From an optimization exercise on the open Yosys and OpenROAD flow, aimed at small area, a short achievable clock period and few clock cycles; shortcuts taken in it are not production practice. The RTL was checked by simulation tests, not by an equivalence proof against the original design. Power figures rest on the tool's default switching activity, not on a simulated workload.

rev 12:
==> module char_draw_top, before the edit <==
module char_draw_top #(
    parameter int SCREEN_W = 640,
    parameter int SCREEN_H = 480
) (
    input  logic                       clk,
    input  logic                       rst,
    input  char_draw_pkg::pixel_x_t    x,
    input  char_draw_pkg::pixel_y_t    y,
    input  char_draw_pkg::char_code_t  code,
    input  char_draw_pkg::glyph_size_t size,
    input  logic [1:0]                 mode,
    input  char_draw_pkg::color_id_t   idata_fg,
    input  char_draw_pkg::color_id_t   idata_bg,
    input  logic                       idata_vld,
    output logic                       odone,
    output char_draw_pkg::vga_addr_t   oaddr,
    output char_draw_pkg::color_id_t   odata,
    output logic                       owren
);
    char_draw_pkg::pixel_x_t      origin_x;
    char_draw_pkg::pixel_y_t      origin_y;
    char_draw_pkg::char_code_t    char_code;
    char_draw_pkg::glyph_size_t   glyph_size;
    char_draw_pkg::color_id_t     fg_color;
    char_draw_pkg::color_id_t     bg_color;
    logic        busy;        
    localparam int IW = 4;   
    localparam int IN = 3;   
    logic [IN-1:0] init;      
    logic [1:0]  nb_cy;       
    logic [11:0] base_a;      
    logic [11:0] base_b;      
    logic [11:0] base_c;      
    logic [4:0]  gidx;        
    logic [4:0]  gidx_d;
    logic        scan_vld;    
    logic [11:0] nb_hi;       
    logic [3:0]  sx;          
    logic [2:0]  col;         
    logic [3:0]  sy;          
    logic [3:0]  rrow;        
    logic [4:0]  gbits;       
    logic        s_rowstart;  
    logic        s_bit;       
    logic [4:0]  rom_bits;
    logic        accept;
    logic        row_end;
    logic        last_pix;
    assign accept   = idata_vld && !busy;
    logic [IW+1:0] chunk_sum [IN];
    logic [1:0]    cy_sel;
    always_comb begin
        cy_sel = 2'd0;
        for (int k = 0; k < IN; k++) begin
            chunk_sum[k] = (IW+2)'(base_a[IW*k +: IW]) + (IW+2)'(base_b[IW*k +: IW])
                         + (IW+2)'(base_c[IW*k +: IW]) + (IW+2)'(k == 0 ? 2'd0 : nb_cy);
            cy_sel = cy_sel | (init[k] ? chunk_sum[k][IW+1:IW] : 2'd0);
        end
    end
    assign base_a   = {1'b0, origin_y, 2'b00};
    assign base_b   = {3'b000, origin_y};
    assign base_c   = {9'd0, origin_x[9:7]};
    assign row_end  = (col == 3'd5) && (sx == 4'd0);
    assign last_pix = row_end && (sy == 4'd0) && (rrow == 4'd10);
    always_ff @(posedge clk) begin
        if (rst) begin
            origin_x  <= '0;
            origin_y  <= '0;
            char_code <= '0;
        end else if (accept && mode != 2'd1) begin
            origin_x  <= x;
            origin_y  <= y;
            char_code <= code;
        end
    end
    always_ff @(posedge clk) begin
        if (!busy) begin
            glyph_size <= size;
            fg_color   <= idata_fg;
            bg_color   <= idata_bg;
        end
    end
    always_ff @(posedge clk) begin
        if (rst) begin
            busy     <= 1'b0;
            init     <= '0;
            scan_vld <= 1'b0;
            owren    <= 1'b0;
            odone    <= 1'b0;
        end else begin
            init  <= {init[IN-2:0], accept && mode != 2'd0};
            owren <= scan_vld;
            odone <= scan_vld && last_pix;
            if (accept && mode != 2'd0)
                busy <= 1'b1;
            else if (scan_vld && last_pix)
                busy <= 1'b0;
            if (init[IN-1])
                scan_vld <= 1'b1;
            else if (last_pix)
                scan_vld <= 1'b0;
        end
    end
    glyph_enc u_glyph_enc (
        .char_code (char_code),
        .gidx      (gidx_d)
    );
    glyph_rom u_glyph_rom (
        .gidx (gidx),
        .row  (rrow),
        .bits (rom_bits)
    );
    always_ff @(posedge clk) begin
        gidx <= gidx_d;
    end
    always_ff @(posedge clk) begin
        if (init[IN-1]) begin
            sx         <= glyph_size;
            col        <= 3'd0;
            sy         <= glyph_size;
            rrow       <= 4'd0;
            gbits      <= 5'd0;
            s_rowstart <= 1'b1;
            s_bit      <= 1'b0;
        end else begin
            gbits      <= rom_bits;
            s_rowstart <= row_end;
            if (sx == 4'd0) begin
                sx <= glyph_size;
                if (row_end) begin
                    col   <= 3'd0;
                    s_bit <= 1'b0;
                    if (sy == 4'd0) begin
                        sy <= glyph_size;
                    end else begin
                        sy <= sy - 4'd1;
                    end
                end else begin
                    col   <= col + 3'd1;
                    s_bit <= gbits[3'd4 - col];
                    if (col == 3'd4 && sy == 4'd0)
                        rrow <= rrow + 4'd1;
                end
            end else begin
                sx <= sx - 4'd1;
            end
        end
    end
    always_ff @(posedge clk) begin
        nb_cy <= cy_sel;
        for (int k = 0; k < IN; k++) begin
            if (init[k])
                nb_hi[IW*k +: IW] <= chunk_sum[k][IW-1:0];
        end
        if (scan_vld && s_rowstart)
            nb_hi <= nb_hi + 12'd5;
        if (s_rowstart)
            oaddr <= {nb_hi, origin_x[6:0]};
        else
            oaddr <= oaddr + 19'd1;
        odata <= s_bit ? fg_color : bg_color;
    end
endmodule
clock: 5.0 ns
lec_check: 0
abc_area: 1
cap_margin: 20
core_margin: 2
core_utilization: 40
cts_buf_list: sky130_fd_sc_hd__clkbuf_4 sky130_fd_sc_hd__clkbuf_8
setup_slack_margin: 3.0
slew_margin: 20
synth_memory_max_bits: 16384
standard.sh (not shown) runs the stock make flow with config.mk's settings and CLKGATE_MAP_FILE= SYNTH_SCRIPT=/design/flow/synth_recipe.tcl, a recipe that flattens the netlist after the stock synthesis.
==> flow/flow/run.sh <==
#!/bin/bash
# The standard layout, with plain buffers on the ports in place of the delay-cell
# buffers buffer_ports picks by default. Each tool's output goes to the ORFS logs
# under orfs/logs/; make's own output goes to make_finish.log here.
set -euo pipefail
export BUFFER_PORTS_ARGS="-buffer_cell sky130_fd_sc_hd__buf_1"
bash standard.sh finish > make_finish.log 2>&1
Testbench counts of rev 12, summed over its fixed seeds: cycles 175,420.
The inputs of rev 13 differ from those of rev 12 as listed below.
diff --git a/flow/design.v b/flow/design.v
--- a/flow/design.v
+++ b/flow/design.v
@@ -670,11 +670,17 @@
     logic [11:0] base_b;      
     logic [11:0] base_c;      
     logic [4:0]  gidx;        
     logic [4:0]  gidx_d;
     logic        scan_vld;    
-    logic [11:0] nb_hi;       
+    logic        first_row;   
+    logic        row_cy;      
+    logic        lo_wrap;     
+    logic [2:0]  hi_step;     
+    logic [3:0]  hi_low;      
+    logic [8:0]  hi_tog;      
+    logic [11:0] hi_next;     
     logic [3:0]  sx;          
     logic [2:0]  col;         
     logic [3:0]  sy;          
     logic [3:0]  rrow;        
     logic [4:0]  gbits;       
@@ -683,10 +689,24 @@
     logic [4:0]  rom_bits;
     logic        accept;
     logic        row_end;
     logic        last_pix;
     assign accept   = idata_vld && !busy;
+    always_comb begin
+        if (!scan_vld)
+            hi_step = 3'd0;
+        else if (s_rowstart)
+            hi_step = first_row ? 3'd0 : row_cy ? 3'd4 : 3'd5;
+        else
+            hi_step = {2'b00, lo_wrap};
+    end
+    assign hi_low    = {1'b0, oaddr[9:7]} + {1'b0, hi_step};
+    assign hi_tog[0] = 1'b1;
+    for (genvar i = 1; i < 9; i++) begin : g_tog
+        assign hi_tog[i] = &oaddr[10+i-1:10];
+    end
+    assign hi_next   = {oaddr[18:10] ^ (hi_tog & {9{hi_low[3]}}), hi_low[2:0]};
     logic [IW+1:0] chunk_sum [IN];
     logic [1:0]    cy_sel;
     always_comb begin
         cy_sel = 2'd0;
         for (int k = 0; k < IN; k++) begin
@@ -784,18 +804,28 @@
             end
         end
     end
     always_ff @(posedge clk) begin
         nb_cy <= cy_sel;
+        oaddr[18:7] <= hi_next;
         for (int k = 0; k < IN; k++) begin
             if (init[k])
-                nb_hi[IW*k +: IW] <= chunk_sum[k][IW-1:0];
+                oaddr[7+IW*k +: IW] <= chunk_sum[k][IW-1:0];
         end
-        if (scan_vld && s_rowstart)
-            nb_hi <= nb_hi + 12'd5;
+        if (scan_vld && s_rowstart) begin
+            oaddr[6:0] <= origin_x[6:0];
+            lo_wrap    <= origin_x[6:0] == 7'h7f;
+        end else begin
+            oaddr[6:0] <= oaddr[6:0] + 7'd1;
+            lo_wrap    <= oaddr[6:0] == 7'h7e;
+        end
+        if (init[0])
+            first_row <= 1'b1;
+        else if (scan_vld && s_rowstart)
+            first_row <= 1'b0;
         if (s_rowstart)
-            oaddr <= {nb_hi, origin_x[6:0]};
-        else
-            oaddr <= oaddr + 19'd1;
+            row_cy <= 1'b0;
+        else if (scan_vld && lo_wrap)
+            row_cy <= 1'b1;
         odata <= s_bit ? fg_color : bg_color;
     end
 endmodule
==> comparison <==
- Between rev 12 and rev 13, design area is higher for rev 12, rev 13 comes in under that.
- Post-cts sizing count delta for rev 13 relative to rev 12: 2 lower
- Rev 13 finished end to end and its layout was clean on timing, DRC and antenna.
- Rev 13: number of cells on the critical path 12 above rev 12
- Clock group share of total power is lower on rev 12
- On rev 13: number of clock-tree buffers in the layout is 1 lower than what rev 12 gave.
- Compared with rev 12, rev 13 shows sequential cell area in the final layout lower by 310 um^2.
- Taking rev 12 as the reference point, the number of detailed-routing iterations run before antenna repair of rev 13 falls by 1.
- Diff rev 12 and rev 13: total routing resource utilization after global routing lower in rev 13
Testbench counts of rev 13, summed over its fixed seeds: cycles 175,420.

-- static timing again, ports no longer ideal --
No port has a modelled driver above. Below, the same layouts with a new extraction and two added sets of constraints. Step 1 (the two cells are an assumption about what drives the block):
set clk [get_ports {clk}]
set_driving_cell -lib_cell sky130_fd_sc_hd__clkbuf_16 $clk
set_driving_cell -lib_cell sky130_fd_sc_hd__buf_2 [delete_from_list [all_inputs] $clk]
Step 2, shift: input delay + t, output delay - t, t = (earliest + latest rising clock arrival at the registers) / 2. This alone moves slack from input paths to output paths. Slacks: ideal / step 1 / step 2; pairs: ideal / step 1.
run | t, ns | setup slack, ns | worst hold slack (ns) | latest minus earliest clock arrival (ns)
rev 12 | 0.474 | 2.976 / 2.940 / 2.710 | 0.423 / 0.423 / 0.423 | 0.012 / 0.012
rev 13 | 0.467 | 3.045 / 3.018 / 2.800 | 0.415 / 0.415 / 0.415 | 0.010 / 0.009
After both steps every run listed still meets setup and hold. The setup slack of rev 12, which loses most, moves by -0.036 ns with the drivers and by -0.266 ns with both steps.
